This is an optimization exercise on Yosys and OpenROAD, whose aim is small area, a short achievable clock period and few clock cycles per item, not a production implementation. Only simulation tests tie the RTL to the original design; equivalence was not proved. Power figures rest on the tool's default switching activity, not on a simulated workload.

== beta ==
==> flow/design.v (excerpt) <==
module three_class_priority_queue_scheduler #(
    parameter int QUEUE_DEPTH = 16
)
(
    input  logic                          clk,
    input  logic                          rst_n,
    input  logic                          in_valid,
    output logic                          in_ready,
    input  logic [39:0]                   in_item,
    output logic                          out_valid,
    input  logic                          out_ready,
    output logic [89:0]                   out_item,
    input  logic                          cfg_wr_en,
    input  logic [tcpqs_pkg::UPR_W-1:0]   cfg_wr_data
);
make LEC_CHECK=0 CAP_MARGIN=20 CORE_MARGIN=2 CORE_UTILIZATION=80 CTS_BUF_LIST=sky130_fd_sc_hd__clkbuf_16 CTS_CLUSTER_DIAMETER=100 CTS_CLUSTER_SIZE=20 PLACE_DENSITY=0.88 SETUP_SLACK_MARGIN=4.0 SLEW_MARGIN=20 finish   # period 6.5 ns
run.sh (not shown) runs the stock make flow with config.mk's settings and CLKGATE_MAP_FILE= SYNTH_SCRIPT=/design/flow/synth_recipe.tcl, a recipe that flattens the netlist after the stock synthesis.
Seen in the log of beta: GRT-0232 during global routing, after which the run never completed.
Testbench counts of beta, summed over its fixed seeds: cycles 16,016, items 16,000.
Relative to beta, the following input files were edited for gamma:
Settings: swapping 80 for 65 in CORE_UTILIZATION; swapping 0.88 for 0.75 in PLACE_DENSITY.
Findings:
No stage failed in gamma, and the final checks on the layout all came back clean.
Status: beta FAILED at global routing (tool error)
Per the comparison of gamma with beta, count of placed standard cells including taps now sits higher; mean area per synthesized cell was more or less identical.
Reported for beta and gamma, mapped cell area turned out identical to the last digit.
Total setup buffers inserted after CTS, beta and gamma, higher one = beta.
beta -> gamma: die height increased by more than 10%
Comparing gamma against beta, there is no change at all in synthesized cell count.
Going from beta to gamma, global placement routability congestion shrank by 0.49%, standard cell area after detailed placement went up by 0.40%.

---

== job 9996 ==
Another version of the RTL of three_class_priority_queue_scheduler (not shown whole).
Size: about 3800 cells after synthesis, about 2000 flip-flops, roughly 73000 um^2 of cells after synthesis.
Settings: LEC_CHECK=0, CAP_MARGIN=20, CORE_MARGIN=2, CORE_UTILIZATION=70, CTS_BUF_LIST=sky130_fd_sc_hd__clkbuf_16, CTS_CLUSTER_DIAMETER=120, CTS_CLUSTER_SIZE=28, PLACE_DENSITY=0.8, SETUP_SLACK_MARGIN=4.0, SLEW_MARGIN=20, TNS_END_PERCENT=5; clock period 6.5 ns.
Testbench counts of job 9996, summed over its fixed seeds: cycles 16,016, items 16,000.
diff inputs: job 9996 => job 5734
- swapping 4.0 for 4.1 in SETUP_SLACK_MARGIN
Results
- The final layouts of job 5734 and job 9996 pass the timing, design-rule and antenna checks.
- Compared job 9996 against job 5734; final worst-path cycle share within noise.
- The final reports for job 5734 and job 9996 show logic gate share of total power higher in the former.
- The multi-input gate area in the final layout on job 9996 is in line with that on job 5734.
- Per the comparison of job 5734 with job 9996, cell area has increased; layout-stage area growth over the synthesis result has increased; wire length of the first global-routing pass up about 0.3%.
Setup changes, job 5734 to job 5233
- a change of CTS_CLUSTER_SIZE from 28 to 25
- a change of CTS_CLUSTER_DIAMETER from 120 to 110
- a change of SETUP_SLACK_MARGIN from 4.1 to 4.0
==> run notes <==
Job 5233 has share of power burned in registers below what job 5734 had.
Lower total design power among job 5233 and job 5734: job 5734
As far as first-pass iteration count of the detailed router goes, job 5734 and job 5233 are indistinguishable; the numbers are identical.
Between job 5233 and job 5734, the die area figures differ only marginally.
As far as adder-cell area share of the yosys netlist goes, job 5734 and job 5233 are indistinguishable; the numbers are identical.
Job 5233 drops fewer vias than job 5734.

---

== job 101 ==
Another version of the RTL of three_class_priority_queue_scheduler (not shown whole).
Size: ~0.073 mm² of cells after synthesis.
export LEC_CHECK = 0
export CAP_MARGIN = 20
export CORE_MARGIN = 2
export CORE_UTILIZATION = 70
export CTS_BUF_LIST = sky130_fd_sc_hd__clkbuf_16
export CTS_CLUSTER_DIAMETER = 110
export CTS_CLUSTER_SIZE = 25
export PLACE_DENSITY = 0.8
export SETUP_SLACK_MARGIN = 4.0
export SLEW_MARGIN = 20
create_clock -name core_clock -period 6.5 [get_ports {clk}]
Testbench counts of job 101, summed over its fixed seeds: cycles 16,016, items 16,000.
Input-level comparison between job 102 and job 101:
Settings: SETUP_SLACK_MARGIN: 4.0 -> 4.4; TNS_END_PERCENT: unset -> 5.
## What came out
- Looking at job 101 and job 102, the number of multi-input combinational cells in the layout is a wash.
- Compared to job 101, job 102 has post-CTS setup buffer count 53 higher.
- Job 102 ends up with a share of the clock period used by the worst path after layout that is 2.8 points higher than in job 101.
- Summary of job 102 over job 101: hold slack went up; power density over cell area picked up an extra 2.0%; combinational share of power saw an increase; global-route wire length before repair rose 2.6%; share of post-route cells with drive strength above 1 picked up an extra 3.2 points.
- Job 102 reports a lower worst setup slack than job 101 does.
- Job 102: clock power about 1% above job 101
- Of the two values seen for worst setup path endpoint, out_item[87] was produced by job 101 and u_dp.res_id[18]$_DFFE_PN0P_ by job 102.

---

Starting RTL as in the previous note.
export LEC_CHECK = 0
export CAP_MARGIN = 20
export CORE_MARGIN = 2
export CORE_UTILIZATION = 70
export CTS_BUF_LIST = sky130_fd_sc_hd__clkbuf_16
export CTS_CLUSTER_DIAMETER = 110
export CTS_CLUSTER_SIZE = 25
export PLACE_DENSITY = 0.8
export SETUP_SLACK_MARGIN = 4.0
export SLEW_MARGIN = 20
export TNS_END_PERCENT = 0
create_clock -name core_clock -period 6.5 [get_ports {clk}]
The first run went through all stages and came out clean.
Testbench counts at the start, summed over its fixed seeds: cycles 16,016, items 16,000.
Rerun with:
--- a/flow/config.mk
+++ b/flow/config.mk
@@ -17 +17 @@
-export TNS_END_PERCENT = 0
+export TNS_END_PERCENT = 5
The new run completed with no timing, DRC or antenna violations.
Cell area is about the same.
Routed wire length goes up by 0.58%.
Global-route usage hardly moves.
Sequential share of layout area went down by 0.16 points.
Clock power stays flat.
Count of clock-buffer cells in the layout does not change.
Cell count hardly moves.

[port drivers added, routing unchanged]
Ports are ideal in the flow. The routed layouts listed here were re-timed in OpenROAD. Step 1, drivers: a clkbuf_16 drives clk and a buf_2 each remaining input, both assumed. Step 2 adds t to the input delays and takes it off the output delays; t is the mean of the earliest and latest rising clock arrival at the registers after step 1. Input paths then give back, and output paths get back, about the clock's delay inside the block. a / b / c = ideal / step 1 / step 2; a / b = the first two.
| run | t, ns | setup WS [ns] | latest minus earliest clock arrival (ns) | worst slew at a driven data input, ns | cell pins on the clock port's net |
|---|---|---|---|---|---|
| gamma | 0.820 | 3.803 / 3.721 / 3.314 | 0.034 / 0.034 | 0.05 | 1 |
| job 9996 | 0.762 | 3.841 / 3.767 / 3.259 | 0.032 / 0.032 | 0.13 | 1 |
| job 5734 | 0.768 | 3.837 / 3.762 / 3.249 | 0.038 / 0.038 | 0.12 | 1 |
| job 5233 | 0.774 | 3.837 / 3.763 / 3.253 | 0.033 / 0.033 | 0.12 | 1 |
| job 101 | 0.780 | 3.818 / 3.744 / 3.156 | 0.039 / 0.039 | 0.13 | 1 |
| job 102 | 0.783 | 3.639 / 3.639 / 3.183 | 0.044 / 0.044 | 0.13 | 1 |
| the first run of note 4 | 0.774 | 3.833 / 3.763 / 3.090 | 0.037 / 0.037 | 0.12 | 1 |
| the second run of note 4 | 0.778 | 3.826 / 3.751 / 3.267 | 0.037 / 0.037 | 0.13 | 1 |
After both steps setup and hold are still met in every run listed. The setup slack of the first run of note 4, which loses most, moves by -0.070 ns with the drivers and by -0.743 ns with both steps.
